This design comes from an exercise in tuning for small area on the open sky130 flow, not from production work.
Where RTL was checked, it was by simulation tests only, not by an equivalence proof against the original.
Only the layout flow was run in runs 4 and 5; the RTL was not checked for function there.

==> design.v <==
`default_nettype none
package mlp_pkg;
    typedef logic [16-1:0] word_t;
    typedef enum logic [1:0] {
        SEG_SHR2,
        SEG_SHR3,
        SEG_SHR5,
        SEG_ONE
    } sig_seg_e;
    typedef enum logic [2-1:0] {
        REG_X1     = 2'd0,
        REG_X2_GO  = 2'd1,
        REG_STATUS = 2'd2
    } wb_reg_e;
endpackage
`default_nettype wire
`timescale 1ns/10ps
`default_nettype none
module mlp_top (
    input  logic                  clk,
    input  logic                  rst,
    input  logic                  wb_cyc,
    input  logic                  wb_stb,
    input  logic                  wb_we,
    input  logic [2-1:0] wb_adr,
    input  mlp_pkg::word_t        wb_dat_i,
    output mlp_pkg::word_t        wb_dat_o,
    output logic                  wb_ack,
    output logic                  result_valid,
    output mlp_pkg::word_t        sig_value,
    output logic                  class_out
);
    logic [15:0] x1, x2;
    logic [7:0]  cnt;
    logic [1:0]  adr_q;
    logic [3:0]  vld;
    logic        access, launch;
    assign access = wb_cyc && wb_stb && !wb_ack;
    assign launch = access && wb_we && (wb_adr == 2'd1);
    always_ff @(posedge clk)
    begin
        if (rst)
        begin
            wb_ack       <= 1'b0;
            x1           <= '0;
            x2           <= '0;
            cnt          <= '0;
            vld          <= '0;
            result_valid <= 1'b0;
        end
        else
        begin
            wb_ack       <= access;
            vld          <= {vld[2:0], launch};
            result_valid <= vld[3];
            if (access && wb_we && wb_adr == 2'd0)
                x1 <= wb_dat_i;
            if (launch)
            begin
                x2  <= wb_dat_i;
                cnt <= cnt + 1'b1;
            end
        end
    end
    always_ff @(posedge clk)
    begin
        if (access)
            adr_q <= wb_adr;
    end
    always_comb
    begin
        case (adr_q)
            2'd0:    wb_dat_o = x1;
            2'd1:    wb_dat_o = x2;
            2'd2:    wb_dat_o = {8'h00, cnt};
            default: wb_dat_o = '0;
        endcase
    end
    function automatic logic [15:0] relu(input logic [15:0] v);
        relu = v[15] ? '0 : v;
    endfunction
    function automatic logic [31:0] csa(input logic [15:0] p, input logic [15:0] q, input logic [15:0] r);
        logic [15:0] k;
        k = (p & q) | (p & r) | (q & r);
        csa = {k[14:0], 1'b0, p ^ q ^ r};
    endfunction
    function automatic logic [31:0] add2c(input logic [15:0] p, input logic [15:0] q);
        logic [15:0] g, t, h;
        g = p & q;
        t = p ^ q;
        h = t;
        for (int d = 1; d < 16; d = d * 2)
            for (int i = 2 * d - 1; i < 16; i += 2 * d)
            begin
                g[i] = g[i] | (t[i] & g[i - d]);
                t[i] = t[i] & t[i - d];
            end
        for (int d = 4; d >= 1; d = d / 2)
            for (int i = 3 * d - 1; i < 16; i += 2 * d)
            begin
                g[i] = g[i] | (t[i] & g[i - d]);
                t[i] = t[i] & t[i - d];
            end
        add2c = {h ^ {g[14:0] | t[14:0], 1'b1}, h ^ {g[14:0], 1'b0}};
    endfunction
    function automatic logic [15:0] add(input logic [15:0] p, input logic [15:0] q);
        logic [31:0] r;
        r = add2c(p, q);
        add = r[15:0];
    endfunction
    function automatic logic [15:0] add7(input logic [15:0] v);
        logic [15:0] r;
        logic        k;
        r[2:0] = v[2:0] - 3'd1;
        k = |v[2:0];
        for (int i = 3; i < 16; i++)
        begin
            r[i] = v[i] ^ k;
            k = k & v[i];
        end
        add7 = r;
    endfunction
    function automatic logic [15:0] add5(input logic [15:0] p, input logic [15:0] q, input logic [15:0] r,
                                         input logic [15:0] w, input logic [15:0] v);
        logic [31:0] s, u, x;
        s = csa(p, q, r);
        u = csa(s[15:0], s[31:16], w);
        x = csa(u[15:0], u[31:16], v);
        add5 = add(x[15:0], x[31:16]);
    endfunction
    function automatic logic [15:0] add3(input logic [15:0] p, input logic [15:0] q, input logic [15:0] r);
        logic [31:0] s;
        s = csa(p, q, r);
        add3 = add(s[15:0], s[31:16]);
    endfunction
    function automatic logic [15:0] add4(input logic [15:0] p, input logic [15:0] q, input logic [15:0] r,
                                         input logic [15:0] w);
        logic [31:0] s, u;
        s = csa(p, q, r);
        u = csa(s[15:0], s[31:16], w);
        add4 = add(u[15:0], u[31:16]);
    endfunction
    logic [31:0] sa, sbc;
    logic [15:0] fa, b_raw, e;
    logic [14:0] a_q, p_q, b_q, c_q;
    logic        fb_q, fc_q;
    assign sa    = add2c(x1, x2);
    assign fa    = sa[31:16];
    assign sbc   = add2c(x1, ~x2);
    assign b_raw = sbc[15:0];
    assign e     = sbc[31:16];
    always_ff @(posedge clk)
    begin
        a_q <= fa[15] ? ~fa[14:0] : '0;
        p_q <= b_raw[15] ? ~e[14:0] : b_raw[14:0];
        fb_q <= ~b_raw[15];
        fc_q <= e[15];
    end
    logic        ph;
    logic [15:0] a, b, c, c2, c4;
    logic [15:0] z, um, ut, u2, u3, u4;
    logic [15:0] acc_s, acc_c, fb_s, fb_c;
    logic [31:0] l0, l1, l2, l3, l4;
    assign ph = vld[1];
    assign b_q = fb_q ? p_q : '0;
    assign c_q = fc_q ? p_q : '0;
    assign a  = {1'b0, a_q};
    assign b  = {1'b0, b_q};
    assign c  = {1'b0, c_q};
    assign c2 = {c_q, 1'b0};
    assign c4 = {c_q[13:0], 2'b00};
    always_comb
    begin
        z  = add4(a, b, ph ? ~c2 : ~c4, ph ? 16'hFFFD : 16'hFFFC);
        um = relu(z);
        ut = relu(~add7(z));
        if (ph)
            ut = ut << 1;
        u2 = relu(add5(a, a << 1, b, ph ? ~c2 : 16'h0000, 16'hFFFE));
        if (ph)
            u2 = u2 << 1;
        u3 = relu(add4(a, ph ? ~b : b, c2, 16'hFFFE));
        u4 = relu(add4(~a, ph ? b : ~b, 16'hFFFD, 16'h0000));
    end
    assign fb_s = ph ? '0 : acc_s;
    assign fb_c = ph ? '0 : acc_c;
    always_comb
    begin
        l0 = csa(fb_s, fb_c, um);
        l1 = csa(u2, u3, u4);
        l2 = csa(l0[15:0], l0[31:16], l1[15:0]);
        l3 = csa(l2[15:0], l2[31:16], l1[31:16]);
        l4 = csa(l3[15:0], l3[31:16], ut);
    end
    always_ff @(posedge clk)
    begin
        acc_s <= l4[15:0];
        acc_c <= l4[31:16];
    end
    logic [15:0] s;
    logic [9:0]  e_d, e_q;
    assign s = add(acc_s, acc_c);
    always_comb
    begin
        if (s < 16'd1024)
            e_d = {2'b00, s[9:2]};
        else if (s < 16'd2432)
            e_d = 10'((s >> 3) + 16'd128);
        else if (s < 16'd5120)
            e_d = 10'((s >> 5) + 16'd352);
        else
            e_d = 10'd512;
    end
    always_ff @(posedge clk)
    begin
        e_q <= e_d;
    end
    assign sig_value = {5'b00000, e_q[9], ~e_q[9], e_q[8:0]};
    assign class_out = |e_q;
endmodule
`default_nettype wire
==> run.sh <==
#!/bin/bash
# synth_recipe.tcl (not shown) runs the flow's synth.tcl, then flattens the netlist and writes it again
# the make line also repeats each setting of config.mk as NAME=value (left out here)
make -C /OpenROAD-flow-scripts/flow DESIGN_CONFIG=/design/flow/config.mk WORK_HOME=/design/flow/orfs CLKGATE_MAP_FILE= SYNTH_SCRIPT=/design/flow/synth_recipe.tcl finish
==> config.mk <==
export PLATFORM = sky130hd
export DESIGN_NAME = mlp_top
export DESIGN_NICKNAME = mlp_top
export VERILOG_FILES = /design/flow/design.v
export SDC_FILE = /design/flow/constraint.sdc
export NUM_CORES = 4
export LEC_CHECK = 0
export CAP_MARGIN = 20
export CORE_MARGIN = 2
export CORE_UTILIZATION = 70
export CTS_BUF_LIST = sky130_fd_sc_hd__clkbuf_4 sky130_fd_sc_hd__clkbuf_8
export CTS_CLUSTER_DIAMETER = 100
export CTS_CLUSTER_SIZE = 30
export PLACE_DENSITY = 0.75
export SLEW_MARGIN = 20
==> constraint.sdc <==
create_clock -name core_clock -period 7.0 [get_ports {clk}]
set_input_delay 1.4000 -clock core_clock [delete_from_list [all_inputs] [get_ports {clk}]]
set_output_delay 1.4000 -clock core_clock [all_outputs]
set_load 0.01 [all_outputs]
==> flow_metrics.tcl, run 1 <==
set metrics [dict create \
    tns_ps 0 \
    dp_hpwl_mm 23.4 \
    clock_skew_ps 17.6 \
    ios 58 \
    ctsLongestPathBuffers 2 \
    drt_drc_violations_left 0 \
    dominantRegCellSynth "dfxtp_1" \
    drive_above_1_share 0.0646 \
    grtUsageTotal 0.281 \
    placement.io_buffers 52 \
    grt_start_max_net_pins 90 \
    worst_setup_path_end_kind "flip-flop" \
    final_util 0.778 \
    arrival_ps 7140 \
    area_growth_syn_to_fin_pct 9.91 \
    synthesized_instance_count 1604 \
    initial_core_util 0.708 \
    critPathKind "reg2reg" \
    antenna_violating_nets_post_route 0 \
    hold_buffers 0 \
    finalMaxSlewViolations 0 \
    gp_congestion 0.867 \
    synth.distinct_cells 68 \
    cp-start-kind "flip-flop" \
    timing.hold.worst.class "reg2reg" \
    vias_per_cell 5.32 \
    whs_ps 452 \
    fin_crit_sh 0.964 \
    yosys_warnings 1 \
    timing.final.crit_period_ps 6750 \
    fp.dieW_um 146 \
    clock_tree.root_cell "clkbuf_8" \
    wirelength_mm 28.4 \
    tritoncts "done" \
    antenna_found_initial 0 \
    clock_latency_late_sink_ps 470 \
    critPathSlowestCell "fa_1" \
    cts.sinks 121 \
    vias_in_the_first_global_route 10900 \
    cts_h_tree_depth 4 \
    critical_path_required_ps 7400 \
    synth.ff_latch_count 121 \
    count_of_tritonroute_iterations_in_the_first_routing_pass 4 \
    standard_cell_core_area_sq_mm 0.0200 \
    std_cell_rows 52 \
    die_h_um 146 \
    synth_edf_count 2 \
    final_nets 2040 \
    number_of_failing_setup_endpoints_in_the_final_timing_report 0 \
    num_antenna_cells 0 \
    grt_first_pass_wirelength_mm 49.4 \
    run_status "timing/DRC/antenna clean" \
    layout.cells.most_common_list "318 x inv_1, 189 x ha_1, 165 x fa_1, 124 x nor2_1, 117 x nand2_1" \
    crit_path_max_incr_delay_ps 540 \
    final_number_of_hold_violating_endpoints 0 \
    worst-path-max-fanout 6 \
    design.die.area_sq_mm 0.0214 \
    cts.clk_slew.worst_paths_ps 90 \
    yosysSeqAreaShare 0.172 \
    worst_slew_margin_rel 0.373 \
    numCtsBuffers 17 \
    drv.max_cap_violation_count 0 \
    avgSynthCellArea_sq_um 8.85 \
    wl_per_cell_um 14.6 \
    num_vias 10300 \
    maximum_achievable_frequency_ghz 0.148 \
    worst_pin_slew_ps 940 \
    synth_area_sq_mm 0.0142 \
    drc_violation_total_after_the_first_tritonroute_iteration 383 \
    synth-async-reset-ratio 0 \
    final_common_cell "inv_1" \
    overflow 0 \
    fill_cells 1472 \
]
## final cells by class
type                    count  area, sq um  share of cell area
flip-flops and latches    121         2450               0.157
multi-input cells        1112        10400               0.667
well taps                 270          338              0.0217
clock buffers              17          234              0.0150
clock inverters            15          151             0.00971
repair buffers             88          815              0.0522
inverters                 319         1200              0.0768
## registers in the layout, summed over array words and instances (netlist names), 2 cells and up
register	count
adr_q	2
a_q	15
x1	16
e_q	10
acc_s	16
acc_c	15
x2	16
cnt	8
vld	4
p_q	15
## synth_stat cells (20+ instances only)
library cell	n	area [sq um]
mux2i_1	42	420
ha_1	189	2360
clkbuf_1	29	109
nand2_1	119	447
fa_1	169	3380
xnor2_1	64	561
a21oi_1	69	345
o21ai_0	49	245
nor2b_1	46	288
nand2b_1	20	125
dfxtp_1	119	2380
xor2_1	35	307
nand3_1	25	125
and2_1	21	131
nor2_1	124	465
inv_1	319	1200
## metal layers
layer	wire [um]	track usage	vias to the layer above
met2	14300	0.500	167
met5	0	0	-
met4	643	0.0825	0
met1	12700	0.361	4982
met3	757	0.0375	43
li1	-	-	5141
## logic make-up after synthesis
group                    count (synthesis)  synth area share
buffers and inverters                  375             0.102
adder cells (fa/ha/maj)                358             0.405
AND/OR/NAND/NOR                        406             0.135
multiplexers                            42            0.0296
flip-flops                             121             0.172
XOR/XNOR                               105            0.0693
AO/OA/AOI/OAI                          196            0.0858
other                                    1          0.000264
## worst max-delay path, delay by kind of cell, from the launching register on
| family | cells | cell delay (ps) |
|---|---|---|
| and+or+nand+nor | 6 | 660 |
| buffers and inverters | 3 | 270 |
| xor gates and xnor gates | 7 | 1150 |
| AOI/OAI and AO/OA | 5 | 1280 |
| adders and majority gates | 7 | 2950 |
| DFF | 1 | 370 |
## stage by stage
stage / instance area (sq um) / setup WS [ps] / instances
global placement: 15100 / 36.6 / 1906
CTS: 15500 / 34.1 / 1938
global route: 15600 / -52.4 / 1942
finish: 15600 / 254 / 1942
detailed placement: 15100 / -110 / 1906
floorplan: 14300 / 19.0 / 1608
## timing repair
action	4_1_cts	5_1_grt
pin swaps	0	11
gates cloned	0	0
resized for setup	4	23
endpoints found under the setup margin	17	27
setup buffers	0	4
## final timing paths
| check | start | endpoint | slack, ps | cells past startpoint |
|---|---|---|---|---|
| max reg2reg | fc_q$_DFF_P_ | acc_s[15]$_DFF_P_ | 250 | 28 |
| min | vld[2]$_SDFF_PP0_ | vld[3]$_SDFF_PP0_ | 450 | 1 |
| max | fc_q$_DFF_P_ | acc_s[15]$_DFF_P_ | 250 | 28 |
| min reg2reg | vld[2]$_SDFF_PP0_ | vld[3]$_SDFF_PP0_ | 450 | 1 |
==> run 2: changes to the inputs <==
--- a/config.mk
+++ b/config.mk
@@ -6,5 +6,5 @@
 export NUM_CORES = 4
 export LEC_CHECK = 0
-export CAP_MARGIN = 20
+export CAP_MARGIN = 0
 export CORE_MARGIN = 2
 export CORE_UTILIZATION = 70
@@ -12,4 +12,5 @@
 export CTS_CLUSTER_DIAMETER = 100
 export CTS_CLUSTER_SIZE = 30
+export GPL_TIMING_DRIVEN = 0
 export PLACE_DENSITY = 0.75
-export SLEW_MARGIN = 20
+export SLEW_MARGIN = 0
==> run 2 against run 1 <==
  * The layout now fails its checks (negative setup slack)
  * Sequential share of layout area down 0.73 points
  * Final area grew 4.8%
  * Critical path type unchanged
  * Worst hold slack worse by 12 ps
  * Clock skew shrank 1.6 ps
  * Clock-buffer cell count unchanged
  * Non-clock buffer count rose by 53
  * Synthesized cell count unchanged
  * Die area stayed put
==> flow_metrics.tcl, run 2 <==
set metrics [dict create \
    run_status "failed layout checks" \
    num_vias 10900 \
    synth_area_sq_mm 0.0142 \
    hold_buffers 0 \
    vias_per_cell 5.45 \
    finalMaxSlewViolations 0 \
    synth.distinct_cells 68 \
    final_nets 2093 \
    antenna_violating_nets_post_route 0 \
    drive_above_1_share 0.123 \
    gp_congestion 0.850 \
    wl_per_cell_um 16.7 \
    ctsLongestPathBuffers 2 \
    numCtsBuffers 17 \
    biggest_registers_after_layout "acc_s: 16 flops, x1: 16 flops, x2: 16 flops" \
    num_antenna_cells 0 \
    synth_edf_count 2 \
    post_synth_main_area_contributors "fa_1 24%, dfxtp_1 17%, ha_1 17%" \
    tritoncts "done" \
    number_of_failing_setup_endpoints_in_the_final_timing_report 15 \
    critPathSlowestCell "fa_1" \
    cp-start-kind "flip-flop" \
    fin_crit_sh 1.02 \
    final_common_cell "inv_1" \
    maximum_achievable_frequency_ghz 0.140 \
    initial_core_util 0.708 \
    clock_skew_ps 16.0 \
    synth.ff_latch_count 121 \
    synthesized_instance_count 1604 \
    worst_pin_slew_ps 680 \
    post-route-cell-area_sq_mm 0.0164 \
    synthMostInstantiatedCell "inv_1" \
    drv.max_cap_violation_count 0 \
    layout.cells.most_common_list "301 x inv_1, 182 x ha_1, 145 x fa_1, 119 x nor2_1, 116 x dfxtp_1" \
    synth-async-reset-ratio 0 \
    clock_tree.root_cell "clkbuf_8" \
    vias_in_the_first_global_route 11700 \
    dominantRegCellSynth "dfxtp_1" \
    grt_start_max_net_pins 17 \
    grtUsageTotal 0.322 \
    cts.sinks 121 \
    avgSynthCellArea_sq_um 8.85 \
    cts_h_tree_depth 4 \
    die_h_um 146 \
    tns_ps -1130 \
    clock_latency_late_sink_ps 490 \
    design.die.area_sq_mm 0.0214 \
    crit_path_max_incr_delay_ps 580 \
    worst-path-max-fanout 5 \
    timing.final.crit_period_ps 7130 \
    netlist.top_cell.by_area "fa_1" \
    fin_ws_ps -127 \
    ios 58 \
    unrepaired_setup_endpoints_after_global_routing "yes" \
    yosys_warnings 1 \
    worst_setup_path_end_kind "flip-flop" \
    area_growth_syn_to_fin_pct 15.2 \
    yosysSeqAreaShare 0.172 \
    critical_path_required_ps 7370 \
    standard_cell_core_area_sq_mm 0.0200 \
    fp.dieW_um 146 \
    drc_violation_total_after_the_first_tritonroute_iteration 417 \
    cts.clk_slew.worst_paths_ps 90 \
    final_util 0.816 \
    std_cell_rows 52 \
    final_number_of_hold_violating_endpoints 0 \
    overflow 0 \
    wirelength_mm 33.3 \
    arrival_ps 7490 \
    synth.top_cells.by_count "319 x inv_1, 189 x ha_1, 169 x fa_1, 124 x nor2_1" \
    critPathMostFrequentCell "fa_1" \
    dp_hpwl_mm 26.4 \
    critPathKind "reg2reg" \
    post-synth-top-area-fraction 0.238 \
    antenna_found_initial 0 \
    drt_drc_violations_left 0 \
    placed_area_sq_mm 0.0151 \
    failed_checks "negative setup slack" \
    placement.io_buffers 51 \
    count_of_tritonroute_iterations_in_the_first_routing_pass 5 \
    timing.hold.worst.class "reg2reg" \
    grt_first_pass_wirelength_mm 54.4 \
    worst_slew_margin_rel 0.543 \
]
==> run 2: cell types whose count changed in the layout (fill, tap and decap cells not counted), moves of 6 or more <==
cell | before | now
clkbuf_1 | 0 | 16
fa_1 | 165 | 145
inv_1 | 318 | 301
fa_2 | 4 | 24
inv_2 | 1 | 15
clkbuf_16 | 0 | 6
ha_1 | 189 | 182
buf_2 | 0 | 11
==> run 2: per-layer routing <==
metal	track usage	vias up	share of wire
li1	-	5248	-
met1	0.361	5245	0.39
met2	0.596	283	0.52
met3	0.0413	88	0.042
met4	0.168	0	0.049
met5	0	-	0
==> run 2: path summary, 6_finish.rpt <==
path	startpoint	to	slack [ps]	cells past startpoint
worst max register to register	vld[1]$_SDFF_PP0_	acc_s[6]$_DFF_P_	-130	29
worst max-delay path	vld[1]$_SDFF_PP0_	acc_s[6]$_DFF_P_	-130	29
worst min register to register	vld[0]$_SDFF_PP0_	vld[1]$_SDFF_PP0_	440	1
worst min-delay path	vld[0]$_SDFF_PP0_	vld[1]$_SDFF_PP0_	440	1
==> run 2: worst max-delay path, delay by kind of cell (launching register included) <==
family | cells | cell delay [ps]
AND/OR/NAND/NOR | 3 | 230
AO/OA/AOI/OAI | 6 | 1450
flip-flops | 1 | 440
buffers and inverters | 9 | 980
adder cells (fa/ha/maj) | 8 | 3320
XOR/XNOR | 3 | 580
==> run 2: cell families after synthesis <==
| kind of cell | Yosys count | share of synthesized area |
|---|---|---|
| AND/OR/NAND/NOR | 406 | 0.135 |
| buffers and inverters | 375 | 0.102 |
| adder cells (fa/ha/maj) | 358 | 0.405 |
| AO/OA/AOI/OAI | 196 | 0.0858 |
| flip-flops | 121 | 0.172 |
| XOR/XNOR | 105 | 0.0693 |
| multiplexers | 42 | 0.0296 |
| other | 1 | 0.000264 |
==> run 2: metrics by stage <==
step | worst slack [ps] | hold WS, ps | cells
after floorplan | 19.0 | 414 | 1608
after global placement | -1530 | 420 | 1929
after detailed placement | -1670 | 429 | 1929
after CTS | -135 | 443 | 1983
after global routing | -306 | 448 | 1995
final | -127 | 440 | 1995
==> run 2: area by class of cell <==
class | instances | area, sq um
timing repair buffer | 87 | 838
fill | 1320 | 3690
buffer | 54 | 453
multi-input combinational | 1112 | 10700
inverter | 319 | 1210
clock inverter | 15 | 154
sequential | 121 | 2450
clock buffer | 17 | 234
tap | 270 | 338
==> run 2: what timing repair did <==
item	4_1_cts	5_1_grt
buffers inserted	22	14
gates cloned	1	0
resized for setup	99	59
pin swaps	43	52
endpoints found under the setup margin	31	29
==> run 3: changes to the inputs <==
==> flow/run.sh (new file) <==
#!/bin/bash
# The standard layout (the standard.sh, ORFS from synthesis to finish) with two changes:
#  - the port buffers that global placement adds are the smallest buffer, buf_1;
#  - clock tree synthesis adds no dummy loads and uses clkbuf_4/clkbuf_8.
# Make's full output goes to flow_make.log here; each ORFS step keeps its own log under
# orfs/logs/.
set -euo pipefail
WORK="$(cd "$(dirname "$0")/.." && pwd)"
cd "$WORK"
bash standard.sh \
    "BUFFER_PORTS_ARGS=-buffer_cell sky130_fd_sc_hd__buf_1" \
    "CTS_ARGS=-sink_clustering_enable -repair_clock_nets -sink_clustering_size 30 -sink_clustering_max_diameter 100 -buf_list {sky130_fd_sc_hd__clkbuf_4 sky130_fd_sc_hd__clkbuf_8} -dont_use_dummy_load" \
    finish > "$WORK/flow_make.log" 2>&1
==> standard.sh (new file) <==
#!/bin/bash
# synth_recipe.tcl (not shown) runs the flow's synth.tcl, then flattens the netlist and writes it again
# the make line also repeats each setting of config.mk as NAME=value (left out here)
make -C /OpenROAD-flow-scripts/flow DESIGN_CONFIG=/design/flow/config.mk WORK_HOME=/design/flow/orfs CLKGATE_MAP_FILE= SYNTH_SCRIPT=/design/flow/synth_recipe.tcl "${@:-finish}"
--- a/config.mk
+++ b/config.mk
@@ -6,5 +6,5 @@
 export NUM_CORES = 4
 export LEC_CHECK = 0
-export CAP_MARGIN = 0
+export CAP_MARGIN = 20
 export CORE_MARGIN = 2
 export CORE_UTILIZATION = 70
@@ -14,3 +14,3 @@
 export GPL_TIMING_DRIVEN = 0
 export PLACE_DENSITY = 0.75
-export SLEW_MARGIN = 0
+export SLEW_MARGIN = 20
removed: run.sh
==> run 3 against run 2 <==
  * Still fails the layout checks on negative setup slack
  * Wire length is 0.77% higher
  * Fmax up 1.4%
  * Synthesized area stayed put
  * Synthesized cell count is the same
  * Clock skew is 29 ps higher
  * Final area fell by 2.0%
  * First-iteration DRC count rose by 4.8%
  * Utilization decreased by 1.6 points
==> flow_metrics.tcl, run 3 <==
set metrics [dict create \
    cts_h_tree_depth 4 \
    run_status "failed layout checks" \
    failed_checks "negative setup slack" \
    grt_start_max_net_pins 17 \
    placement.io_buffers 51 \
    biggest_registers_after_layout "acc_s: 16 flops, x1: 16 flops, x2: 16 flops" \
    grtUsageTotal 0.323 \
    tritoncts "done" \
    drt_drc_violations_left 0 \
    drc_violation_total_after_the_first_tritonroute_iteration 437 \
    fp.dieW_um 146 \
    dominantRegCellSynth "dfxtp_1" \
    vias_per_cell 5.46 \
    synthesized_instance_count 1604 \
    synth.distinct_cells 68 \
    maximum_achievable_frequency_ghz 0.142 \
    synth.ff_latch_count 121 \
    wirelength_mm 33.6 \
    dp_hpwl_mm 26.1 \
    arrival_ps 7440 \
    ios 58 \
    gp_congestion 0.839 \
    avgSynthCellArea_sq_um 8.85 \
    wl_per_cell_um 16.9 \
    finalMaxSlewViolations 0 \
    num_vias 10900 \
    yosysSeqAreaShare 0.172 \
    worst_pin_slew_ps 691 \
    synth_edf_count 2 \
    count_of_tritonroute_iterations_in_the_first_routing_pass 5 \
    worst-path-max-fanout 5 \
    num_antenna_cells 0 \
    overflow 0 \
    antenna_violating_nets_post_route 0 \
    antenna_found_initial 0 \
    unrepaired_setup_endpoints_after_global_routing "yes" \
    area_growth_syn_to_fin_pct 12.9 \
    timing.final.crit_period_ps 7030 \
    placed_area_sq_mm 0.0148 \
    fin_ws_ps -26.6 \
    std_cell_rows 52 \
    ctsLongestPathBuffers 2 \
    final_nets 2105 \
    worst_slew_margin_rel 0.536 \
    timing.hold.worst.class "reg2reg" \
    numCtsBuffers 17 \
    synthMostInstantiatedCell "inv_1" \
    netlist.top_cell.by_area "fa_1" \
    place_worst_setup_slack_ps -1710 \
    crit_path_max_incr_delay_ps 540 \
    initial_core_util 0.708 \
    synth_area_sq_mm 0.0142 \
    cts.clk_slew.worst_paths_ps 80 \
    fill_cells 1395 \
    post-synth-top-area-fraction 0.238 \
    worst_setup_path_end_kind "flip-flop" \
    post_synth_main_area_contributors "fa_1 24%, dfxtp_1 17%, ha_1 17%" \
    synth.top_cells.by_count "319 x inv_1, 189 x ha_1, 169 x fa_1, 124 x nor2_1" \
    grt_first_pass_wirelength_mm 54.5 \
    clock_skew_ps 45.2 \
    cp-start-kind "flip-flop" \
    standard_cell_core_area_sq_mm 0.0200 \
    clock_latency_late_sink_ps 480 \
    design.die.area_sq_mm 0.0214 \
    cts.sinks 121 \
    critical_path_required_ps 7410 \
    fin_crit_sh 1.00 \
    critPathSlowestCell "fa_2" \
    final_number_of_hold_violating_endpoints 0 \
    layout.cells.most_common_list "297 x inv_1, 182 x ha_1, 149 x fa_1, 118 x nor2_1, 114 x dfxtp_1" \
    drv.max_cap_violation_count 0 \
    tns_ps -91.4 \
    clock_tree.root_cell "clkbuf_8" \
    die_h_um 146 \
    final_common_cell "inv_1" \
    yosys_warnings 1 \
    number_of_failing_setup_endpoints_in_the_final_timing_report 5 \
    post-route-cell-area_sq_mm 0.0160 \
    synth-async-reset-ratio 0 \
    critPathKind "reg2reg" \
    drive_above_1_share 0.129 \
    vias_in_the_first_global_route 11600 \
]
[run 3: cell counts after synthesis]
Identical to the previous run, type by type.
[run 3: logic make-up (layout without fill, tap and decap cells)]
logic type / Yosys count / count (layout) / share of synthesized area
other: 1 / 5 / 0.000264
xor gates and xnor gates: 105 / 105 / 0.0693
buffers and inverters: 375 / 489 / 0.102
AOI/OAI and AO/OA: 196 / 196 / 0.0858
DFF: 121 / 121 / 0.172
and+or+nand+nor: 406 / 406 / 0.135
muxes: 42 / 42 / 0.0296
adders and majority gates: 358 / 358 / 0.405
[run 3: final timing paths]
path	slack [ps]	from	end	cells after the start
worst max register to register	-30	vld[1]$_SDFF_PP0_	acc_s[10]$_DFF_P_	30
worst min register to register	440	vld[0]$_SDFF_PP0_	vld[1]$_SDFF_PP0_	1
worst max-delay path	-30	vld[1]$_SDFF_PP0_	acc_s[10]$_DFF_P_	30
worst min-delay path	440	vld[0]$_SDFF_PP0_	vld[1]$_SDFF_PP0_	1
[run 3: per-layer routing]
layer / routed length (um) / GRT usage / share of wire
met2: 17100 / 0.590 / 0.51
met1: 13300 / 0.360 / 0.39
met5: 0 / 0 / 0
met4: 1910 / 0.171 / 0.057
met3: 1340 / 0.0528 / 0.040
[run 3: timing repair]
action,CTS,global route
setup endpoints to repair,31,29
hold buffers,0,0
buffers inserted,32,16
pin swaps,54,57
cloned,3,0
resized for setup,114,70
[run 3: worst max-delay path: cells and delay by family, from the launching register on]
family                   cells  cell delay (ps)
flip-flops                   1              440
adder cells (fa/ha/maj)      8             3340
XOR/XNOR                     3              540
buffers and inverters       10              910
AND/OR/NAND/NOR              3              330
AO/OA/AOI/OAI                6             1420
[run 3: metrics by stage]
step / instances / util / hold slack (ps)
2_1_floorplan: 1608 / - / 414
3_3_place_gp: 1929 / 0.738 / 419
3_5_place_dp: 1929 / 0.738 / 435
4_1_cts: 1979 / 0.785 / 447
5_1_grt: 1992 / 0.800 / 462
6_report: 1992 / 0.800 / 444
[run 3: layout make-up]
type / instances / area (sq um) / area share
Inverter: 319 / 1210 / 0.0755
Buffer: 53 / 437 / 0.0273
Clock buffer: 17 / 234 / 0.0146
Multi-Input combinational cell: 1112 / 10800 / 0.672
Timing Repair Buffer: 100 / 583 / 0.0364
Sequential cell: 121 / 2460 / 0.153
Tap cell: 270 / 338 / 0.0211
==> run 4: changes to the inputs <==
--- a/design.v
+++ b/design.v
@@ -141,45 +141,46 @@
         add4 = add(u[15:0], u[31:16]);
     endfunction
-    logic [31:0] sa, sbc;
-    logic [15:0] fa, b_raw, e;
-    logic [14:0] a_q, p_q, b_q, c_q;
+    logic [31:0] sa;
+    logic [15:0] fa, d;
+    logic [14:0] a_q, p_q;
     logic        fb_q, fc_q;
-    assign sa    = add2c(x1, x2);
-    assign fa    = sa[31:16];
-    assign sbc   = add2c(x1, ~x2);
-    assign b_raw = sbc[15:0];
-    assign e     = sbc[31:16];
-    always_ff @(posedge clk)
-    begin
-        a_q <= fa[15] ? ~fa[14:0] : '0;
-        p_q <= b_raw[15] ? ~e[14:0] : b_raw[14:0];
-        fb_q <= ~b_raw[15];
-        fc_q <= e[15];
+    assign sa = add2c(x1, x2);
+    assign fa = sa[31:16];
+    assign d  = add(x1, ~x2);
+    always_ff @(posedge clk)
+    begin
+        a_q  <= fa[15] ? ~fa[14:0] : '0;
+        p_q  <= d[15] ? ~d[14:0] : d[14:0];
+        fb_q <= ~d[15];
+        fc_q <= d[15] ^ (&d[14:0]);
     end
     logic        ph;
-    logic [15:0] a, b, c, c2, c4;
+    logic [14:0] b_q, k_q;
+    logic [15:0] a, b, bx, k2, m_op, v_op;
     logic [15:0] z, um, ut, u2, u3, u4;
     logic [15:0] acc_s, acc_c, fb_s, fb_c;
     logic [31:0] l0, l1, l2, l3, l4;
-    assign ph = vld[1];
+    assign ph  = vld[1];
     assign b_q = fb_q ? p_q : '0;
-    assign c_q = fc_q ? p_q : '0;
-    assign a  = {1'b0, a_q};
-    assign b  = {1'b0, b_q};
-    assign c  = {1'b0, c_q};
-    assign c2 = {c_q, 1'b0};
-    assign c4 = {c_q[13:0], 2'b00};
-    always_comb
-    begin
-        z  = add4(a, b, ph ? ~c2 : ~c4, ph ? 16'hFFFD : 16'hFFFC);
+    assign k_q = fc_q ? (fb_q ? '0 : p_q) : 15'd1;
+    assign a   = {1'b0, a_q};
+    assign b   = {1'b0, b_q};
+    assign bx  = ph ? ~b : b;
+    assign k2  = {k_q[14:0], 1'b0};
+    assign m_op = ph ? {~k_q[14:0], 1'b0} : {~k_q[13:0], 2'b11};
+    assign v_op = ph ? {~k_q[14:0], 1'b1} : 16'hFFFE;
+    always_comb
+    begin
+        z  = add3(a, b, m_op);
         um = relu(z);
         ut = relu(~add7(z));
         if (ph)
             ut = ut << 1;
-        u2 = relu(add5(a, a << 1, b, ph ? ~c2 : 16'h0000, 16'hFFFE));
+        u2 = relu(add4(a, a << 1, b, v_op));
         if (ph)
             u2 = u2 << 1;
-        u3 = relu(add4(a, ph ? ~b : b, c2, 16'hFFFE));
-        u4 = relu(add4(~a, ph ? b : ~b, 16'hFFFD, 16'h0000));
+        u3 = relu(add4(a, bx, k2, 16'hFFFC));
+        u4 = add3(a, bx, 16'd4);
+        u4 = u4[15] ? ~u4 : '0;
     end
     assign fb_s = ph ? '0 : acc_s;
==> run 4 against run 3 <==
  * The run now finishes clean
  * Non-clock buffer count down 48
  * Critical endpoint is now acc_s[15]$_DFF_P_
  * Worst hold slack worse by 1.4 ps
  * Flip-flop and latch count unchanged
==> flow_metrics.tcl, run 4 <==
set metrics [dict create \
    dominantRegCellSynth "dfxtp_1" \
    ctsLongestPathBuffers 2 \
    drt_drc_violations_left 0 \
    final_common_cell "inv_1" \
    synth.distinct_cells 71 \
    drv.max_cap_violation_count 0 \
    timing.final.crit_period_ps 6720 \
    die_h_um 142 \
    synth.ff_latch_count 121 \
    timing.hold.worst.class "reg2reg" \
    area_growth_syn_to_fin_pct 7.53 \
    number_of_failing_setup_endpoints_in_the_final_timing_report 0 \
    finalMaxSlewViolations 0 \
    ios 58 \
    arrival_ps 7100 \
    critPathMostFrequentCell "fa_1" \
    place_worst_setup_slack_ps -1630 \
    placement.io_buffers 51 \
    dp_hpwl_mm 24.4 \
    synth-async-reset-ratio 0 \
    synth_area_sq_mm 0.0133 \
    tns_ps 0 \
    whs_ps 442 \
    hold_buffers 0 \
    yosysSeqAreaShare 0.183 \
    grt_first_pass_wirelength_mm 48.8 \
    worst_pin_slew_ps 672 \
    netlist.top_cell.by_area "fa_1" \
    synthesized_instance_count 1470 \
    std_cell_rows 50 \
    unrepaired_setup_endpoints_after_global_routing "no" \
    initial_core_util 0.712 \
    clock_latency_late_sink_ps 470 \
    biggest_registers_after_layout "acc_s: 16 flops, x1: 16 flops, x2: 16 flops" \
    critPathBufInv 4 \
    antenna_found_initial 0 \
    tritoncts "done" \
    critPathKind "reg2reg" \
    wl_per_cell_um 16.2 \
    stdcell_count 1782 \
    worst_slew_margin_rel 0.549 \
    post_synth_main_area_contributors "fa_1 25%, dfxtp_1 18%, ha_1 14%" \
    num_vias 9761 \
    yosys_warnings 1 \
    vias_in_the_first_global_route 10400 \
    cp-start-kind "flip-flop" \
    wirelength_mm 28.8 \
    fin_ws_ps 277 \
    critical_path_required_ps 7380 \
    drc_violation_total_after_the_first_tritonroute_iteration 340 \
    avgSynthCellArea_sq_um 9.06 \
    grtUsageTotal 0.310 \
    synth_edf_count 2 \
    gp_congestion 0.865 \
    design.die.area_sq_mm 0.0201 \
    cts.sinks 121 \
    critPathSlowestCell "fa_1" \
    run_status "timing/DRC/antenna clean" \
    placed_cells_incl_taps 1759 \
    grt_start_max_net_pins 17 \
    post-synth-top-area-fraction 0.253 \
    clock_skew_ps 37.4 \
    drive_above_1_share 0.0730 \
    overflow 0 \
    synthMostInstantiatedCell "inv_1" \
    final_nets 1890 \
    cts.clk_slew.worst_paths_ps 70 \
    crit_path_max_incr_delay_ps 500 \
    antenna_violating_nets_post_route 0 \
    layout.cells.most_common_list "266 x inv_1, 166 x fa_1, 149 x ha_1, 118 x nor2_1, 116 x dfxtp_1" \
    worst_setup_path_end_kind "flip-flop" \
    timing.critical_path.max_delay_family "adder cells" \
    clock_tree.root_cell "clkbuf_8" \
    count_of_tritonroute_iterations_in_the_first_routing_pass 5 \
    fp.dieW_um 142 \
    final_number_of_hold_violating_endpoints 0 \
    fin_crit_sh 0.960 \
    cts_h_tree_depth 4 \
    worst-path-max-fanout 10 \
    numCtsBuffers 17 \
    synth.top_cells.by_count "267 x inv_1, 168 x fa_1, 149 x ha_1, 120 x nor2_1, 119 x dfxtp_1" \
    num_antenna_cells 0 \
    maximum_achievable_frequency_ghz 0.149 \
    standard_cell_core_area_sq_mm 0.0187 \
    vias_per_cell 5.48 \
]
## run 4: changes by cell type in the layout (fill, tap and decap cells not counted), moves of 18 or more
cell and delta:
buf_4 -33, inv_1 -31, nand3_1 -20, fa_2 -18, ha_1 -33, inv_2 -19
## run 4: timing repair
action / in CTS / in global routing
gates resized for setup: 45 / 28
pin swaps: 5 / 10
setup buffers: 3 / 6
endpoints found under the setup margin: 31 / 28
## run 4: worst register-to-register path, stage by stage, from the launching register on
cell and delay (ps):
dfxtp_4 430, buf_6 170, nand2_1 140, fa_1 480, fa_1 490, inv_1 70, ha_1 260, a21o_1 190
a21oi_2 190, nand2b_1 170, a21oi_2 80, nand3_1 120, o21ai_1 100, o41ai_2 370, fa_2 270, xnor2_1 140
xnor2_1 190, xnor2_2 190, buf_4 220, a211o_1 290, fa_1 480, inv_1 60, fa_1 500, fa_1 430
xnor2_2 170, xnor2_2 140, xnor2_1 200, xnor2_1 140
## run 4: per-stage QoR
| stage | area, sq um | utilization |
|---|---|---|
| 3_3_place_gp | 13800 | 0.739 |
| 4_1_cts | 14200 | 0.760 |
| 2_1_floorplan | 13300 | - |
| 5_1_grt | 14300 | 0.766 |
| 3_5_place_dp | 13800 | 0.739 |
| 6_report | 14300 | 0.766 |
## run 4: worst paths after layout
| path | from | endpoint | slack, ps | depth (start not counted) |
|---|---|---|---|---|
| worst max-delay path | fb_q$_DFF_P_ | acc_s[15]$_DFF_P_ | 280 | 27 |
| worst max register to register | fb_q$_DFF_P_ | acc_s[15]$_DFF_P_ | 280 | 27 |
| worst min register to register | vld[3]$_SDFF_PP0_ | result_valid$_SDFF_PP0_ | 440 | 1 |
| worst min-delay path | vld[3]$_SDFF_PP0_ | result_valid$_SDFF_PP0_ | 440 | 1 |
## run 4: cell type report
type,instances,area (sq um)
clock buffer,17,234
inverter,269,1010
buffer,45,269
multi-input combinational,1036,9800
tap,234,293
timing repair buffer,60,259
sequential,121,2450
fill,1390,4390
## run 4: cells by family after synthesis
| group | Yosys count | synth area share |
|---|---|---|
| adders and majority gates | 317 | 0.393 |
| muxes | 35 | 0.0264 |
| DFF | 121 | 0.183 |
| other | 1 | 0.000282 |
| and+or+nand+nor | 380 | 0.135 |
| AOI/OAI and AO/OA | 193 | 0.0965 |
| buffers and inverters | 317 | 0.0922 |
| xor gates and xnor gates | 106 | 0.0734 |
## run 4: per-layer routing
metal | up-vias | wire length [um] | GRT usage
li1 | 4774 | - | -
met4 | 0 | 1270 | 0.149
met2 | 222 | 14500 | 0.558
met1 | 4693 | 11700 | 0.363
met5 | - | 0 | 0
met3 | 72 | 1350 | 0.0491
==> run 5: changes to the inputs <==
==> run.sh (new file) <==
#!/bin/bash
# synth_recipe.tcl (not shown) runs the flow's synth.tcl, then flattens the netlist and writes it again
# the make line also repeats each setting of config.mk as NAME=value (left out here)
make -C /OpenROAD-flow-scripts/flow DESIGN_CONFIG=/design/flow/config.mk WORK_HOME=/design/flow/orfs CLKGATE_MAP_FILE= SYNTH_SCRIPT=/design/flow/synth_recipe.tcl finish
--- a/config.mk
+++ b/config.mk
@@ -12,5 +12,4 @@
 export CTS_CLUSTER_DIAMETER = 100
 export CTS_CLUSTER_SIZE = 30
-export GPL_TIMING_DRIVEN = 0
 export PLACE_DENSITY = 0.75
 export SLEW_MARGIN = 20
removed: flow/run.sh
removed: standard.sh
==> run 5 against run 4 <==
  * Global-route usage fell by 3.2 points
  * Cell count fell by 1.5%
  * Non-clock buffer count fell by 42
  * Critical path depth fell by 3
  * Register-to-register slack improved by 90 ps
  * Clock-buffer cell count rose by 2
  * Worst hold slack improved by 0.64 ps
  * Sequential share of layout area fell by 0.21 points
==> flow_metrics.tcl, run 5 <==
set metrics [dict create \
    avgSynthCellArea_sq_um 9.06 \
    worst_slew_margin_rel 0.270 \
    design.die.area_sq_mm 0.0201 \
    synth-async-reset-ratio 0 \
    timing.final.crit_period_ps 6630 \
    gp_congestion 0.858 \
    cts.repair_timing.setup_buffer_count 0 \
    placed_cells_incl_taps 1723 \
    synth.distinct_cells 71 \
    dominantRegCellSynth "dfxtp_1" \
    drv.max_cap_violation_count 0 \
    final_nets 1848 \
    std_cell_rows 50 \
    arrival_ps 6970 \
    drt_drc_violations_left 0 \
    synth.top_cells.by_count "267 x inv_1, 168 x fa_1, 149 x ha_1, 120 x nor2_1, 119 x dfxtp_1" \
    grt_first_pass_wirelength_mm 45.0 \
    standard_cell_core_area_sq_mm 0.0187 \
    cts_h_tree_depth 4 \
    final_number_of_hold_violating_endpoints 0 \
    die_h_um 142 \
    critical_path_required_ps 7340 \
    fin_crit_sh 0.948 \
    drive_above_1_share 0.0552 \
    antenna_found_initial 0 \
    yosysSeqAreaShare 0.183 \
    finalMaxSlewViolations 0 \
    run_status "timing/DRC/antenna clean" \
    stdcell_count 1755 \
    ctsLongestPathBuffers 2 \
    antenna_violating_nets_post_route 0 \
    vias_in_the_first_global_route 9932 \
    overflow 0 \
    synth_edf_count 2 \
    timing.hold.worst.class "reg2reg" \
    layout.cells.most_common_list "267 x inv_1, 168 x fa_1, 149 x ha_1, 120 x nor2_1, 117 x dfxtp_1" \
    num_vias 9521 \
    ios 58 \
    cp-start-kind "flip-flop" \
    clock_skew_ps 24.3 \
    worst-path-max-fanout 15 \
    grtUsageTotal 0.278 \
    vias_per_cell 5.43 \
    cts.sinks 121 \
    area_growth_syn_to_fin_pct 8.67 \
    count_of_tritonroute_iterations_in_the_first_routing_pass 6 \
    fin_ws_ps 367 \
    cts.clk_slew.worst_paths_ps 80 \
    placement.io_buffers 52 \
    worst_setup_path_end_kind "flip-flop" \
    dp_hpwl_mm 21.6 \
    post_synth_main_area_contributors "fa_1 25%, dfxtp_1 18%, ha_1 14%" \
    yosys_warnings 1 \
    fp.dieW_um 142 \
    tns_ps 0 \
    clock_tree.root_cell "clkbuf_8" \
    synthMostInstantiatedCell "inv_1" \
    netlist.top_cell.by_area "fa_1" \
    worstPathCellList "buf_4, nand2_1, fa_1, fa_1, inv_1, ha_1, a21oi_1, nand2b_1, a21oi_1, nand3_1, o21ai_1, o41ai_2, fa_1, xnor2_1, xnor2_1, xnor2_1, buf_6, a21oi_1, fa_1, inv_1, fa_1, fa_1, inv_1, fa_1" \
    hold_buffers 0 \
    number_of_failing_setup_endpoints_in_the_final_timing_report 0 \
    synthesized_instance_count 1470 \
    crit_path_max_incr_delay_ps 510 \
    initial_core_util 0.712 \
    tritoncts "done" \
    clock_latency_late_sink_ps 470 \
    critPathKind "reg2reg" \
    wirelength_mm 26.1 \
    whs_ps 443 \
    maximum_achievable_frequency_ghz 0.151 \
    synth_area_sq_mm 0.0133 \
    worst_pin_slew_ps 1090 \
    num_antenna_cells 0 \
    biggest_registers_after_layout "acc_s: 16 flops, x1: 16 flops, x2: 16 flops" \
    unrepaired_setup_endpoints_after_global_routing "no" \
    drc_violation_total_after_the_first_tritonroute_iteration 401 \
    post-synth-top-area-fraction 0.253 \
    critPathSlowestCell "fa_1" \
    critPathMostFrequentCell "fa_1" \
    numCtsBuffers 17 \
    place_worst_setup_slack_ps 193 \
    wl_per_cell_um 14.8 \
    synth.ff_latch_count 121 \
    final_common_cell "inv_1" \
    grt_start_max_net_pins 64 \
]
## run 5: logic make-up (layout without fill, tap and decap cells)
group                      after synthesis  in the layout  share of synthesized area
muxes                                   35             35                     0.0264
AOI/OAI and AO/OA                      193            193                     0.0965
adders and majority gates              317            317                      0.393
xor gates and xnor gates               106            106                     0.0734
DFF                                    121            121                      0.183
buffers and inverters                  317            364                     0.0922
other                                    1              5                   0.000282
and+or+nand+nor                        380            380                      0.135
## run 5: repair_timing
item | CTS | global route
hold endpoints to repair | 0 | 0
endpoints found under the setup margin | 0 | 26
gates resized for setup | 0 | 7
## run 5: metrics by stage
step            util  area, sq um
6_report       0.774        14500
5_1_grt        0.774        14500
3_3_place_gp   0.749        14000
2_1_floorplan      -        13300
3_5_place_dp   0.749        14000
4_1_cts        0.772        14400
## run 5: area by class of cell
cell class                 instances  area (sq um)
clock inverter                    13           159
timing repair buffer              63           607
clock buffer                      19           255
multi-input combinational       1036          9700
tap                              234           293
sequential                       121          2450
inverter                         269          1010
fill                            1354          4230
## run 5: critical path: cells and delay by family, from the launching register on
family                     cells  cell delay [ps]
AOI/OAI and AO/OA              5              770
xor gates and xnor gates       3              620
buffers and inverters          5              600
adders and majority gates      8             3660
DFF                            1              390
and+or+nand+nor                3              490
## run 5: per-layer routing
metal  track usage  part of all wire
met2         0.501              0.51
met5             0                 0
met4        0.0763             0.013
met3        0.0333             0.031
met1         0.355              0.45
## run 5: path summary, 6_finish.rpt
path	end	slack (ps)	cells past startpoint	start
worst min-delay path	vld[3]$_SDFF_PP0_	440	1	vld[2]$_SDFF_PP0_
worst min register to register	vld[3]$_SDFF_PP0_	440	1	vld[2]$_SDFF_PP0_
worst max-delay path	acc_s[3]$_DFF_P_	370	24	fb_q$_DFF_P_
worst max register to register	acc_s[3]$_DFF_P_	370	24	fb_q$_DFF_P_
==> run 6: changes to the inputs <==
--- a/design.v
+++ b/design.v
@@ -202,12 +202,16 @@
     logic [9:0]  e_d, e_q;
     assign s = add(acc_s, acc_c);
-    always_comb
-    begin
-        if (s < 16'd1024)
+    logic lt1, lt2, lt3;
+    assign lt1 = s[15:10] == 6'd0;
+    assign lt2 = s[15:12] == 4'd0 && !(s[11] && (s[10] || s[9] || (s[8] && s[7])));
+    assign lt3 = s[15:13] == 3'd0 && !(s[12] && (s[11] || s[10]));
+    always_comb
+    begin
+        if (lt1)
             e_d = {2'b00, s[9:2]};
-        else if (s < 16'd2432)
-            e_d = 10'((s >> 3) + 16'd128);
-        else if (s < 16'd5120)
-            e_d = 10'((s >> 5) + 16'd352);
+        else if (lt2)
+            e_d = {2'b01, ~s[10], s[9:3]};
+        else if (lt3)
+            e_d = {3'b011, ~(s[11] ^ s[10]), ~s[10], s[9:5]};
         else
             e_d = 10'd512;
==> run 6 against run 5 <==
  * Worst setup slack worse by 51 ps
  * Highest routed layer unchanged
  * Wire length down 0.91%
  * First-iteration DRC count down 27%
==> flow_metrics.tcl, run 6 <==
set metrics [dict create \
    std_cell_rows 50 \
    final_common_cell "inv_1" \
    tritoncts "done" \
    timing.hold.worst.class "reg2reg" \
    clock_skew_ps 15.5 \
    hp-start "vld[3]$_SDFF_PP0_" \
    synth_area_sq_mm 0.0133 \
    synth.distinct_cells 65 \
    fp.dieW_um 142 \
    critPathBufInv 2 \
    cts_h_tree_depth 4 \
    stdcell_count 1770 \
    placed_cells_incl_taps 1738 \
    synth_edf_count 2 \
    dominantRegCellSynth "dfxtp_1" \
    synth-async-reset-ratio 0 \
    num_vias 9506 \
    worstPathCellList "and2_1, fa_1, fa_1, ha_1, a211oi_1, nor2_1, o41a_1, and4_1, o22ai_2, o21a_1, fa_1, xnor2_1, xnor2_1, xnor2_1, buf_4, a211o_1, fa_1, inv_1, fa_1, fa_1, xnor2_1, xnor2_1, xnor2_1, xnor2_1" \
    standard_cell_core_area_sq_mm 0.0186 \
    fin_crit_sh 0.955 \
    tns_ps 0 \
    number_of_failing_setup_endpoints_in_the_final_timing_report 0 \
    clock_latency_late_sink_ps 460 \
    fill_cells 1385 \
    avgSynthCellArea_sq_um 8.92 \
    numCtsBuffers 17 \
    drc_violation_total_after_the_first_tritonroute_iteration 293 \
    biggest_registers_after_layout "acc_s: 16 flops, x1: 16 flops, x2: 16 flops" \
    wl_per_cell_um 14.6 \
    hold_buffers 0 \
    vias_per_cell 5.37 \
    yosys_warnings 1 \
    synth.top_cells.by_count "257 x inv_1, 168 x fa_1, 147 x ha_1, 147 x nand2_1, 119 x dfxtp_1" \
    cp-start-kind "flip-flop" \
    finalMaxSlewViolations 0 \
    cts.clk_slew.worst_paths_ps 80 \
    netlist.top_cell.by_area "fa_1" \
    synthesized_instance_count 1488 \
    critPathSlowestCell "fa_1" \
    timing.final.crit_period_ps 6680 \
    post-synth-top-area-fraction 0.253 \
    placed_area_sq_mm 0.0140 \
    final_number_of_hold_violating_endpoints 0 \
    yosysSeqAreaShare 0.184 \
    overflow 0 \
    worstSetupStartpoint "fb_q$_DFF_P_" \
    antenna_found_initial 0 \
    crit_path_max_incr_delay_ps 500 \
    post-route-cell-area_sq_mm 0.0144 \
    area_growth_syn_to_fin_pct 8.41 \
    run_status "timing/DRC/antenna clean" \
    drive_above_1_share 0.0443 \
    gp_congestion 0.858 \
    critPathMostFrequentCell "xnor2_1" \
    critical_path_required_ps 7390 \
    count_of_tritonroute_iterations_in_the_first_routing_pass 5 \
    dp_hpwl_mm 21.7 \
    final_nets 1861 \
    drv.max_cap_violation_count 0 \
    antenna_violating_nets_post_route 0 \
    arrival_ps 7080 \
    vias_in_the_first_global_route 9991 \
    cts.sinks 121 \
    clock_tree.root_cell "clkbuf_8" \
    whs_ps 452 \
    synthMostInstantiatedCell "inv_1" \
    grt_start_max_net_pins 64 \
    num_antenna_cells 0 \
    worst-path-max-fanout 16 \
    ios 58 \
    cts.repair_timing.setup_buffer_count 0 \
    total_of_cells_resized_after_clock_tree_synthesis 0 \
    drt_drc_violations_left 0 \
    wirelength_mm 25.8 \
    ctsLongestPathBuffers 2 \
    synth.ff_latch_count 121 \
    design.die.area_sq_mm 0.0201 \
    maximum_achievable_frequency_ghz 0.150 \
    die_h_um 142 \
    grtUsageTotal 0.275 \
    worst_pin_slew_ps 1030 \
    grt_first_pass_wirelength_mm 44.6 \
    layout.cells.most_common_list "257 x inv_1, 168 x fa_1, 147 x nand2_1, 147 x ha_1, 118 x dfxtp_1" \
    worst_slew_margin_rel 0.309 \
    placement.io_buffers 52 \
    post_synth_main_area_contributors "fa_1 25%, dfxtp_1 18%, ha_1 14%" \
    worst_setup_path_end_kind "flip-flop" \
    worstReg2RegStart "fb_q$_DFF_P_" \
    critPathKind "reg2reg" \
    timing.critical_path.max_delay_family "adder cells" \
    initial_core_util 0.712 \
]
## run 6: cell count changes in the layout (fill, tap and decap cells not counted), sizes merged, moves of 4 or more
cell	delta
nor3b	-4
nor2	-26
o21a	+9
and2	-5
a21oi	+17
mux2i	-9
inv	-7
nand2b	+5
nor2b	+11
and3	-6
or4	+4
nand2	+35
## run 6: cell type report
| class | count | area (sq um) | share of cell area |
|---|---|---|---|
| multi-input cells | 1061 | 9690 | 0.673 |
| flip-flops and latches | 121 | 2450 | 0.170 |
| inverters | 257 | 965 | 0.0670 |
| repair buffers | 65 | 618 | 0.0429 |
| well taps | 234 | 293 | 0.0203 |
| clock buffers | 17 | 234 | 0.0163 |
| clock inverters | 15 | 151 | 0.0105 |
## run 6: through the flow
step	util	worst slack (ps)
after global placement	0.750	457
after global routing	0.772	-37.0
after CTS	0.771	234
final	0.772	316
after floorplan	-	26.5
after detailed placement	0.750	241
## run 6: worst paths after layout
check                           slack (ps)  cells past startpoint                      end
worst max-delay path                   320                     24        acc_s[15]$_DFF_P_
worst min-delay path                   450                      1  result_valid$_SDFF_PP0_
worst max register to register         320                     24        acc_s[15]$_DFF_P_
worst min register to register         450                      1  result_valid$_SDFF_PP0_
## run 6: cells by family after synthesis
family	share of synthesized area
DFF	0.184
muxes	0.0197
and+or+nand+nor	0.137
AOI/OAI and AO/OA	0.107
buffers and inverters	0.0901
xor gates and xnor gates	0.0699
other	0.000282
adders and majority gates	0.392
## run 6: routing by layer
metal | share of wire | track usage | vias to the layer above
met5 | 0 | 0 | -
met4 | 0.016 | 0.0711 | 0
met3 | 0.030 | 0.0388 | 34
met2 | 0.50 | 0.497 | 139
met1 | 0.45 | 0.347 | 4553
li1 | - | - | 4780
==> run 7: changes to the inputs <==
--- a/design.v
+++ b/design.v
@@ -129,4 +129,13 @@
         add5 = add(x[15:0], x[31:16]);
     endfunction
+    function automatic logic [15:0] addr(input logic [15:0] p, input logic [15:0] q, input logic ci);
+        logic k;
+        k = ci;
+        for (int i = 0; i < 16; i++)
+        begin
+            addr[i] = p[i] ^ q[i] ^ k;
+            k = (p[i] & q[i]) | (k & (p[i] ^ q[i]));
+        end
+    endfunction
     function automatic logic [15:0] add3(input logic [15:0] p, input logic [15:0] q, input logic [15:0] r);
         logic [31:0] s;
@@ -141,11 +150,9 @@
         add4 = add(u[15:0], u[31:16]);
     endfunction
-    logic [31:0] sa;
     logic [15:0] fa, d;
     logic [14:0] a_q, p_q;
     logic        fb_q, fc_q;
-    assign sa = add2c(x1, x2);
-    assign fa = sa[31:16];
-    assign d  = add(x1, ~x2);
+    assign fa = addr(x1, x2, 1'b1);
+    assign d  = addr(x1, ~x2, 1'b0);
     always_ff @(posedge clk)
     begin
@@ -201,5 +208,5 @@
     logic [15:0] s;
     logic [9:0]  e_d, e_q;
-    assign s = add(acc_s, acc_c);
+    assign s = addr(acc_s, acc_c, 1'b0);
     logic lt1, lt2, lt3;
     assign lt1 = s[15:10] == 6'd0;
==> run 7 against run 6 <==
  * Still clean
  * Utilization up 1.8 points
  * Sequential share of layout area up 0.79 points
  * Fmax decreased by 0.86%
  * Highest routed layer unchanged
==> flow_metrics.tcl, run 7 <==
set metrics [dict create \
    post-synth-top-area-fraction 0.310 \
    dominantRegCellSynth "dfxtp_1" \
    fp.dieW_um 138 \
    stdcell_count 1617 \
    timing.hold.worst.class "reg2reg" \
    critPathKind "reg2reg" \
    netlist.top_cell.by_area "fa_1" \
    timing.final.crit_period_ps 6740 \
    std_cell_rows 48 \
    cts_h_tree_depth 4 \
    drt_drc_violations_left 0 \
    overflow 0 \
    grtUsageTotal 0.289 \
    antenna_violating_nets_post_route 0 \
    num_antenna_cells 0 \
    area_growth_syn_to_fin_pct 9.93 \
    tritoncts "done" \
    synth.distinct_cells 56 \
    yosysSeqAreaShare 0.195 \
    placed_area_sq_mm 0.0132 \
    dp_hpwl_mm 20.6 \
    avgSynthCellArea_sq_um 9.39 \
    standard_cell_core_area_sq_mm 0.0174 \
    initial_core_util 0.719 \
    cts.clk_slew.worst_paths_ps 80 \
    biggest_registers_after_layout "acc_s: 16 flops, x1: 16 flops, x2: 16 flops" \
    worst_setup_path_end_kind "flip-flop" \
    post_synth_main_area_contributors "fa_1 31%, dfxtp_1 19%, ha_1 11%" \
    numCtsBuffers 17 \
    drv.max_cap_violation_count 0 \
    critical_path_required_ps 7340 \
    ios 58 \
    synthesized_instance_count 1334 \
    finalMaxSlewViolations 0 \
    grt_first_pass_wirelength_mm 42.3 \
    vias_per_cell 5.41 \
    arrival_ps 7080 \
    wirelength_mm 25.6 \
    vias_in_the_first_global_route 9217 \
    gp_congestion 0.860 \
    critPathSlowestCell "or4b_2" \
    count_of_tritonroute_iterations_in_the_first_routing_pass 5 \
    worst-path-max-fanout 34 \
    synth_area_sq_mm 0.0125 \
    critPathBufInv 8 \
    synthMostInstantiatedCell "inv_1" \
    run_status "timing/DRC/antenna clean" \
    synth-async-reset-ratio 0 \
    cts.sinks 121 \
    synth.top_cells.by_count "270 x inv_1, 194 x fa_1, 119 x dfxtp_1, 108 x nor2_1, 106 x ha_1" \
    worst_slew_margin_rel 0.496 \
    number_of_failing_setup_endpoints_in_the_final_timing_report 0 \
    drc_violation_total_after_the_first_tritonroute_iteration 331 \
    synth.ff_latch_count 121 \
    post-route-cell-area_sq_mm 0.0138 \
    worst_pin_slew_ps 756 \
    grt_start_max_net_pins 52 \
    drive_above_1_share 0.0532 \
    synth_edf_count 2 \
    fin_crit_sh 0.963 \
    clock_skew_ps 15.2 \
    clock_tree.root_cell "clkbuf_8" \
    ctsLongestPathBuffers 2 \
    crit_path_max_incr_delay_ps 620 \
    final_nets 1702 \
    wl_per_cell_um 15.9 \
    clock_latency_late_sink_ps 460 \
    die_h_um 138 \
    placement.io_buffers 52 \
    cp-start-kind "flip-flop" \
    yosys_warnings 1 \
    placed_cells_incl_taps 1582 \
    layout.cells.most_common_list "270 x inv_1, 193 x fa_1, 116 x dfxtp_1, 108 x nor2_1, 106 x ha_1" \
    timing.critical_path.max_delay_family "adder cells" \
    num_vias 8749 \
    critPathMostFrequentCell "fa_1" \
    maximum_achievable_frequency_ghz 0.148 \
    design.die.area_sq_mm 0.0190 \
    final_util 0.790 \
    final_common_cell "inv_1" \
    antenna_found_initial 0 \
    final_number_of_hold_violating_endpoints 0 \
]
run 7: changes by cell type in the layout (fill, tap and decap cells not counted), sizes merged, moves of 13 or more:
cell,change
fa,+26
nor2b,-13
nor3,-14
and2,+16
ha,-41
o21ai,-18
a21oi,-41
nand2,-46
run 7: final timing paths:
check / from / end / slack, ps / depth (start not counted)
setup reg to reg: vld[1]$_SDFF_PP0_ / acc_s[2]$_DFF_P_ / 260 / 25
hold / removal: vld[3]$_SDFF_PP0_ / result_valid$_SDFF_PP0_ / 440 / 1
hold reg to reg: vld[3]$_SDFF_PP0_ / result_valid$_SDFF_PP0_ / 440 / 1
setup / recovery: vld[1]$_SDFF_PP0_ / acc_s[2]$_DFF_P_ / 260 / 25
run 7: repair_timing:
item | 4_1_cts | 5_1_grt
gates resized for setup | 0 | 17
endpoints found under the setup margin | 0 | 28
buffers inserted | 0 | 1
hold buffers | 0 | 0
run 7: logic make-up after synthesis:
| family | synth area share |
|---|---|
| AND/OR/NAND/NOR | 0.126 |
| AO/OA/AOI/OAI | 0.0754 |
| adder cells (fa/ha/maj) | 0.416 |
| multiplexers | 0.0272 |
| XOR/XNOR | 0.0620 |
| flip-flops | 0.195 |
| buffers and inverters | 0.0982 |
| other | 0.000300 |
run 7: per-layer routing:
metal | GRT usage | up-vias | part of all wire
met5 | 0 | - | 0
met4 | 0.0941 | 0 | 0.024
met2 | 0.504 | 190 | 0.50
li1 | - | 4201 | -
met1 | 0.375 | 4314 | 0.43
met3 | 0.0394 | 44 | 0.041
run 7: worst reg2reg max path: cells and delay by family, from the launching register on:
family / cells / cell delay, ps
flip-flops: 1 / 350
adder cells (fa/ha/maj): 8 / 3300
buffers and inverters: 8 / 940
AO/OA/AOI/OAI: 3 / 610
AND/OR/NAND/NOR: 3 / 860
XOR/XNOR: 3 / 560
run 7: through the flow:
step                setup TNS (ps)  setup slack [ps]  hold slack [ps]
global placement                 0               302              418
global route                 -16.2             -16.2              472
detailed placement               0               127              428
finish                           0               259              443
CTS                              0              5.21              445
floorplan                        0              89.2              414
run 7: final cells by class:
| class | count | area [sq um] |
|---|---|---|
| Fill cell | 1235 | 3650 |
| Inverter | 271 | 1020 |
| Timing Repair Buffer | 69 | 664 |
| Clock inverter | 11 | 149 |
| Multi-Input combinational cell | 899 | 8940 |
| Sequential cell | 121 | 2450 |
| Tap cell | 225 | 282 |
| Clock buffer | 21 | 264 |

static timing again, ports no longer ideal:
The flow's constraints put no driver on any port. The routed layouts listed below were extracted and timed again, unchanged, in two steps.
Step 1: set_driving_cell puts a clkbuf_16 on clk and a buf_2 on each other input, an assumption about the parent block.
Step 2 times the ports against the registers' clock, not the clock port: input delays grow and output delays shrink by t, the midpoint of the rising clock arrivals with the driver on.
a / b / c = ideal / step 1 / step 2; a / b = the first two.
| run | t (ns) | setup WS [ns] | hold WS [ns] | worst setup path at the end |
|---|---|---|---|---|
| run 1 | 0.506 | 0.254 / 0.254 / 0.254 | 0.452 / 0.452 / 0.452 | register to register |
| run 2 | 0.524 | -0.127 / -0.127 / -0.127 | 0.440 / 0.440 / 0.440 | register to register |
| run 3 | 0.502 | -0.027 / -0.027 / -0.027 | 0.444 / 0.444 / 0.444 | register to register |
| run 4 | 0.496 | 0.277 / 0.277 / 0.277 | 0.442 / 0.442 / 0.442 | register to register |
| run 5 | 0.500 | 0.367 / 0.367 / 0.367 | 0.443 / 0.443 / 0.443 | register to register |
| run 6 | 0.497 | 0.316 / 0.316 / 0.316 | 0.452 / 0.452 / 0.452 | register to register |
| run 7 | 0.493 | 0.259 / 0.259 / 0.259 | 0.443 / 0.443 / 0.443 | register to register |
